This design comes from an exercise in tuning for small area, a short achievable clock period and few clock cycles per item on the open sky130 flow, not from production work. The RTL was checked by simulation tests, not by an equivalence proof against the original design. Power and IR drop assume default switching activity.

==> flow/design.v <==
`default_nettype none
module ewfs_ram #(
	parameter int WIDTH = 8,
	parameter int DEPTH = 16
) (
	input  wire logic                     clk,
	input  wire logic                     we,
	input  wire logic [$clog2(DEPTH)-1:0] waddr,
	input  wire logic [WIDTH-1:0]         wdata,
	input  wire logic [$clog2(DEPTH)-1:0] raddr_a,
	input  wire logic [$clog2(DEPTH)-1:0] raddr_b,
	output logic      [WIDTH-1:0]         rdata_a,
	output logic      [WIDTH-1:0]         rdata_b
);
	logic [WIDTH-1:0] mem_q [DEPTH];
	always_ff @(posedge clk) begin
		if (we) begin
			mem_q[waddr] <= wdata;
		end
		rdata_a <= mem_q[raddr_a];
		rdata_b <= mem_q[raddr_b];
	end
endmodule
`default_nettype wire
`default_nettype none
module earliest_free_worker_scheduler_core (
	input  wire logic         clk,
	input  wire logic         arst_n,
	input  wire logic         job_valid,
	output      logic         job_ready,
	input  wire logic [31:0]  job_duration,
	output      logic         res_valid,
	input  wire logic         res_ready,
	output      logic [5:0]   res_worker_index,
	output      logic [39:0]  res_start_time,
	input  wire logic         cfg_valid,
	output      logic         cfg_ready,
	input  wire logic [6:0]   cfg_active_workers
);
	localparam int MAX_WORKERS = 64;
	localparam int IDX_W       = 6;
	localparam int CNT_W       = 7;
	localparam int TIME_W      = 40;
	localparam int DUR_W       = 32;
	localparam int RES_W       = 33;   
	localparam int KEY_W       = RES_W + IDX_W;
	function automatic logic key_less(logic [KEY_W-1:0] a, logic [KEY_W-1:0] b);
		key_less = a[KEY_W-1] ^ b[KEY_W-1] ^ (a[KEY_W-2:0] < b[KEY_W-2:0]);
	endfunction
	function automatic logic [TIME_W:0] ks_add(logic [TIME_W-1:0] a, logic [TIME_W-1:0] b);
		logic [TIME_W-1:0] p, g, pp, gg;
		p = a ^ b;
		g = a & b;
		for (int span = 1; span < TIME_W; span = span * 2) begin
			pp = p;
			gg = g;
			for (int k = span; k < TIME_W; k++) begin
				g[k] = gg[k] | (pp[k] & gg[k-span]);
				p[k] = pp[k] & pp[k-span];
			end
		end
		ks_add = {g[TIME_W-1], (a ^ b) ^ {g[TIME_W-2:0], 1'b0}};
	endfunction
	logic [RES_W-1:0]  s_time_q [MAX_WORKERS];
	logic [IDX_W-1:0]  s_idx_q  [MAX_WORKERS];
	logic [TIME_W-1:0] head_q;   
	logic [CNT_W-1:0]  nwork_q;
	logic                   pv_q;
	logic [MAX_WORKERS-1:1] pc_q;
	logic [RES_W-1:0]       px_time_q;
	logic [IDX_W-1:0]       px_idx_q;
	logic              dur_vld_q;
	logic [DUR_W-1:0]  dur_q;
	logic              new_vld_q;
	logic [TIME_W-1:0] new_time_q;
	logic [IDX_W-1:0]  new_idx_q;
	logic              pend_q;
	logic [CNT_W-1:0]  pend_cnt_q;
	logic              ready_q;
	logic              r0_vld_q, r1_vld_q;
	logic [IDX_W-1:0]  r0_idx_q, r1_idx_q;
	logic [TIME_W-1:0] r0_time_q, r1_time_q;
	logic exec, adv, clr, accept, pop;
	assign exec   = new_vld_q && !r1_vld_q;
	assign adv    = dur_vld_q && (!new_vld_q || exec);
	assign clr    = pend_q && (!new_vld_q || exec);
	assign accept = job_valid && ready_q;
	assign pop    = r0_vld_q && res_ready;
	logic [MAX_WORKERS:0] pm;
	assign pm[0] = pv_q;
	assign pm[MAX_WORKERS] = 1'b0;
	for (genvar j = 1; j < MAX_WORKERS; j++) begin : g_pm
		assign pm[j] = pv_q && pc_q[j];
	end
	logic [MAX_WORKERS-1:1] d;
	logic                   e;
	logic [MAX_WORKERS-1:0] c;       
	logic [KEY_W-1:0]       new_key;
	assign new_key = {new_time_q[RES_W-1:0], new_idx_q};
	assign e = key_less({px_time_q, px_idx_q}, new_key);
	for (genvar j = 1; j < MAX_WORKERS; j++) begin : g_cmp
		assign d[j] = key_less({s_time_q[j], s_idx_q[j]}, new_key);
	end
	assign c[0] = 1'b1;
	for (genvar j = 1; j < MAX_WORKERS; j++) begin : g_c
		logic dn;
		if (j < MAX_WORKERS - 1) begin : g_dn
			assign dn = d[j+1];
		end else begin : g_dn_last
			assign dn = 1'b0;
		end
		assign c[j] = (nwork_q > CNT_W'(j))
			&& (pm[j+1] ? dn : (pm[j] ? e : d[j]));
	end
	logic [MAX_WORKERS-1:0] keep, take_nx, take_new;
	for (genvar i = 0; i < MAX_WORKERS; i++) begin : g_sel
		assign take_nx[i]  = !clr && pm[i+1];
		assign take_new[i] = !clr && pm[i] && !pm[i+1];
		assign keep[i]     = !clr && !pm[i];
	end
	for (genvar i = 0; i < MAX_WORKERS; i++) begin : g_slot
		always_ff @(posedge clk) begin
			s_time_q[i] <= ({RES_W{keep[i]}} & s_time_q[i])
				| ({RES_W{take_nx[i]}} & s_time_q[(i+1) % MAX_WORKERS])
				| ({RES_W{take_new[i]}} & px_time_q);
			s_idx_q[i]  <= ({IDX_W{keep[i]}} & s_idx_q[i])
				| ({IDX_W{take_nx[i]}} & s_idx_q[(i+1) % MAX_WORKERS])
				| ({IDX_W{take_new[i]}} & px_idx_q)
				| ({IDX_W{clr}} & IDX_W'(i));
		end
	end
	always_ff @(posedge clk) begin
		pc_q      <= c[MAX_WORKERS-1:1];
		px_time_q <= new_time_q[RES_W-1:0];
		px_idx_q  <= new_idx_q;
	end
	logic [IDX_W-1:0] l0_idx, l2_idx;
	logic [RES_W-1:0] l2_time;
	assign l0_idx  = pm[1] ? s_idx_q[1] : (pm[0] ? px_idx_q : s_idx_q[0]);
	assign l2_idx  = pm[3] ? s_idx_q[3] : (pm[2] ? px_idx_q : s_idx_q[2]);
	assign l2_time = pm[3] ? s_time_q[3] : (pm[2] ? px_time_q : s_time_q[2]);
	logic [RES_W-1:0] l1_time_q;
	logic [IDX_W-1:0] l1_idx_q;
	always_ff @(posedge clk) begin
		if (clr) begin
			l1_time_q <= '0;
			l1_idx_q  <= IDX_W'(1);
		end else if (exec && c[2]) begin
			l1_time_q <= l2_time;
			l1_idx_q  <= l2_idx;
		end else if (exec && c[1]) begin
			l1_time_q <= new_time_q[RES_W-1:0];
			l1_idx_q  <= new_idx_q;
		end
	end
	logic [6:0]        hi, hi1, hi2;
	logic              l1_wrap, hi_127, hi_126;
	logic [TIME_W-1:0] l1_full;
	assign hi      = head_q[TIME_W-1:RES_W];
	assign hi1     = hi + 7'd1;
	assign hi2     = hi + 7'd2;
	assign hi_127  = (hi == 7'd127);
	assign hi_126  = (hi == 7'd126);
	assign l1_wrap = l1_time_q < head_q[RES_W-1:0];
	assign l1_full = {l1_wrap ? hi1 : hi, l1_time_q};
	logic [TIME_W:0]   sum_a, sum_b;
	logic [RES_W:0]    sum_lo;
	logic              co, ovf_a;
	logic [6:0]        hi_a;
	logic [TIME_W-1:0] base_b;
	logic [TIME_W-1:0] sat_a, sat_b;
	assign sum_a  = ks_add({{(TIME_W-RES_W){1'b0}}, l1_time_q}, {8'd0, dur_q});
	assign sum_lo = sum_a[RES_W:0];
	assign co     = sum_lo[RES_W];
	assign ovf_a  = (hi_127 && (l1_wrap || co)) || (hi_126 && l1_wrap && co);
	assign hi_a   = (l1_wrap && co) ? hi2 : ((l1_wrap || co) ? hi1 : hi);
	assign sat_a  = {hi_a, sum_lo[RES_W-1:0]} | {TIME_W{ovf_a}};
	assign base_b = exec ? new_time_q : head_q;
	assign sum_b  = ks_add(base_b, {8'd0, dur_q});
	assign sat_b  = sum_b[TIME_W] ? {TIME_W{1'b1}} : sum_b[TIME_W-1:0];
	always_ff @(posedge clk) begin
		if (accept) dur_q <= job_duration;
		if (adv) begin
			if (clr) begin
				new_time_q <= {8'd0, dur_q};
				new_idx_q  <= '0;
			end else if (exec && c[1]) begin
				new_time_q <= sat_a;
				new_idx_q  <= l1_idx_q;
			end else begin
				new_time_q <= sat_b;
				new_idx_q  <= exec ? new_idx_q : l0_idx;
			end
		end
		if (clr) begin
			head_q <= '0;
		end else if (exec) begin
			head_q <= c[1] ? l1_full : new_time_q;
		end
		if (clr) nwork_q <= pend_cnt_q;
	end
	always_ff @(posedge clk) begin
		if (!r0_vld_q || pop) begin
			if (r1_vld_q) begin
				r0_idx_q  <= r1_idx_q;
				r0_time_q <= r1_time_q;
			end else begin
				r0_idx_q  <= l0_idx;
				r0_time_q <= head_q;
			end
		end
		if (exec && (r1_vld_q || (r0_vld_q && !pop))) begin
			r1_idx_q  <= l0_idx;
			r1_time_q <= head_q;
		end
	end
	logic dur_vld_d, new_vld_d, r0_vld_d, r1_vld_d;
	always_comb begin
		dur_vld_d = accept || (dur_vld_q && !adv);
		new_vld_d = adv || (new_vld_q && !exec);
		if (r1_vld_q) begin
			r0_vld_d = 1'b1;
			r1_vld_d = !pop;
		end else if (r0_vld_q && !pop) begin
			r0_vld_d = 1'b1;
			r1_vld_d = exec;
		end else begin
			r0_vld_d = exec;
			r1_vld_d = 1'b0;
		end
	end
	always_ff @(posedge clk or negedge arst_n) begin
		if (!arst_n) begin
			dur_vld_q  <= 1'b0;
			new_vld_q  <= 1'b0;
			r0_vld_q   <= 1'b0;
			r1_vld_q   <= 1'b0;
			pend_q     <= 1'b1;
			pend_cnt_q <= 7'd64;
			ready_q    <= 1'b1;
			pv_q       <= 1'b0;
		end else begin
			pv_q      <= exec && !clr;
			dur_vld_q <= dur_vld_d;
			new_vld_q <= new_vld_d;
			r0_vld_q  <= r0_vld_d;
			r1_vld_q  <= r1_vld_d;
			pend_q    <= cfg_valid || (pend_q && !clr);
			ready_q   <= !dur_vld_d || !new_vld_d || !r1_vld_d;
			if (cfg_valid) begin
				if (cfg_active_workers == 7'd0) begin
					pend_cnt_q <= 7'd1;
				end else if (cfg_active_workers > 7'd64) begin
					pend_cnt_q <= 7'd64;
				end else begin
					pend_cnt_q <= cfg_active_workers;
				end
			end
		end
	end
	assign job_ready        = ready_q;
	assign cfg_ready        = 1'b1;
	assign res_valid        = r0_vld_q;
	assign res_worker_index = r0_idx_q;
	assign res_start_time   = r0_time_q;
endmodule
`default_nettype wire
Settings: LEC_CHECK=0, CAP_MARGIN=20, CORE_MARGIN=2, CORE_UTILIZATION=40, SLEW_MARGIN=20; clock period 10.0 ns.
standard.sh (not shown) runs the stock make flow with config.mk's settings and CLKGATE_MAP_FILE= SYNTH_SCRIPT=/design/flow/synth_recipe.tcl, a recipe that flattens the netlist after the stock synthesis.
==> flow/flow/run.sh <==
#!/bin/bash
set -euo pipefail
bash standard.sh SETUP_SLACK_MARGIN=6.5 finish > standard.log 2>&1
The baseline passed the timing, DRC and antenna checks.
Testbench counts at the start, summed over its fixed seeds: cycles 9,696, jobs 9,600.
Next try:
--- a/flow/design.v
+++ b/flow/design.v
@@ -97,21 +97,28 @@
 	logic [MAX_WORKERS-1:0] c;       
 	logic [KEY_W-1:0]       new_key;
 	assign new_key = {new_time_q[RES_W-1:0], new_idx_q};
 	assign e = key_less({px_time_q, px_idx_q}, new_key);
-	for (genvar j = 1; j < MAX_WORKERS; j++) begin : g_cmp
+	logic [RES_W-1:0] l1_time_q, l2_time_q;
+	logic [IDX_W-1:0] l1_idx_q, l2_idx_q;
+	assign d[1] = key_less({l1_time_q, l1_idx_q}, new_key);
+	assign d[2] = key_less({l2_time_q, l2_idx_q}, new_key);
+	for (genvar j = 3; j < MAX_WORKERS; j++) begin : g_cmp
 		assign d[j] = key_less({s_time_q[j], s_idx_q[j]}, new_key);
 	end
-	assign c[0] = 1'b1;
 	for (genvar j = 1; j < MAX_WORKERS; j++) begin : g_c
-		logic dn;
-		if (j < MAX_WORKERS - 1) begin : g_dn
-			assign dn = d[j+1];
-		end else begin : g_dn_last
-			assign dn = 1'b0;
-		end
-		assign c[j] = (nwork_q > CNT_W'(j))
-			&& (pm[j+1] ? dn : (pm[j] ? e : d[j]));
+		if (j < 3) begin : g_own
+			assign c[j] = (nwork_q > CNT_W'(j)) && d[j];
+		end else begin : g_pick
+			logic dn;
+			if (j < MAX_WORKERS - 1) begin : g_dn
+				assign dn = d[j+1];
+			end else begin : g_dn_last
+				assign dn = 1'b0;
+			end
+			assign c[j] = (nwork_q > CNT_W'(j))
+				&& (pm[j+1] ? dn : (pm[j] ? e : d[j]));
+		end
 	end
 	logic [MAX_WORKERS-1:0] keep, take_nx, take_new;
 	for (genvar i = 0; i < MAX_WORKERS; i++) begin : g_sel
 		assign take_nx[i]  = !clr && pm[i+1];
@@ -133,25 +140,33 @@
 		pc_q      <= c[MAX_WORKERS-1:1];
 		px_time_q <= new_time_q[RES_W-1:0];
 		px_idx_q  <= new_idx_q;
 	end
-	logic [IDX_W-1:0] l0_idx, l2_idx;
-	logic [RES_W-1:0] l2_time;
+	logic [IDX_W-1:0] l0_idx, l3_idx;
+	logic [RES_W-1:0] l3_time;
 	assign l0_idx  = pm[1] ? s_idx_q[1] : (pm[0] ? px_idx_q : s_idx_q[0]);
-	assign l2_idx  = pm[3] ? s_idx_q[3] : (pm[2] ? px_idx_q : s_idx_q[2]);
-	assign l2_time = pm[3] ? s_time_q[3] : (pm[2] ? px_time_q : s_time_q[2]);
-	logic [RES_W-1:0] l1_time_q;
-	logic [IDX_W-1:0] l1_idx_q;
+	assign l3_idx  = pm[4] ? s_idx_q[4] : (pm[3] ? px_idx_q : s_idx_q[3]);
+	assign l3_time = pm[4] ? s_time_q[4] : (pm[3] ? px_time_q : s_time_q[3]);
 	always_ff @(posedge clk) begin
 		if (clr) begin
 			l1_time_q <= '0;
 			l1_idx_q  <= IDX_W'(1);
 		end else if (exec && c[2]) begin
-			l1_time_q <= l2_time;
-			l1_idx_q  <= l2_idx;
+			l1_time_q <= l2_time_q;
+			l1_idx_q  <= l2_idx_q;
 		end else if (exec && c[1]) begin
 			l1_time_q <= new_time_q[RES_W-1:0];
 			l1_idx_q  <= new_idx_q;
+		end
+		if (clr) begin
+			l2_time_q <= '0;
+			l2_idx_q  <= IDX_W'(2);
+		end else if (exec && c[3]) begin
+			l2_time_q <= l3_time;
+			l2_idx_q  <= l3_idx;
+		end else if (exec && c[2]) begin
+			l2_time_q <= new_time_q[RES_W-1:0];
+			l2_idx_q  <= new_idx_q;
 		end
 	end
 	logic [6:0]        hi, hi1, hi2;
 	logic              l1_wrap, hi_127, hi_126;
Effect: The changed run passed the timing, DRC and antenna checks. Design area decreases by about 0.9%. Non-clock buffer count decreases by 17. Worst hold slack loses 0.018 ns. Via count is lower by about 1.3%. Sequential power hardly moves. Clock power is about the same. Wire length fell by 3.6%. Fmax goes up by 2.4%. Setup slack improved by 0.099 ns.
Testbench counts after the change, summed over its fixed seeds: cycles 9,696, jobs 9,600.

[port drivers added, routing unchanged]
The results above use ideal ports. As a check the final layouts listed here were re-extracted and re-timed, cells and wires unchanged.
Step 1 (the two cells are an assumption about what drives the block):
set clk [get_ports {clk}]
set_driving_cell -lib_cell sky130_fd_sc_hd__clkbuf_16 $clk
set_driving_cell -lib_cell sky130_fd_sc_hd__buf_2 [delete_from_list [all_inputs] $clk]
Step 2 also shifts input and output timing later by t, the mid clock arrival at the registers, as if the neighbouring blocks saw the same clock.
Slacks: no drivers / after step 1 / after step 2; pairs: no drivers / after step 1.
| run | shift t [ns] | setup slack, ns | worst hold slack (ns) | worst setup path after step 2 | worst register clock-pin slew, ns |
|---|---|---|---|---|---|
| the first run | 1.102 | 5.842 / 5.842 / 5.797 | 0.466 / 0.466 / 0.466 | input to register | 0.07 / 0.07 |
| the second run | 1.067 | 5.942 / 5.942 / 5.942 | 0.448 / 0.448 / 0.448 | register to register | 0.07 / 0.07 |
After both steps every run listed still meets setup and hold. The setup slack of the first run, which loses most, moves by 0.000 ns with the drivers and by -0.045 ns with both steps.
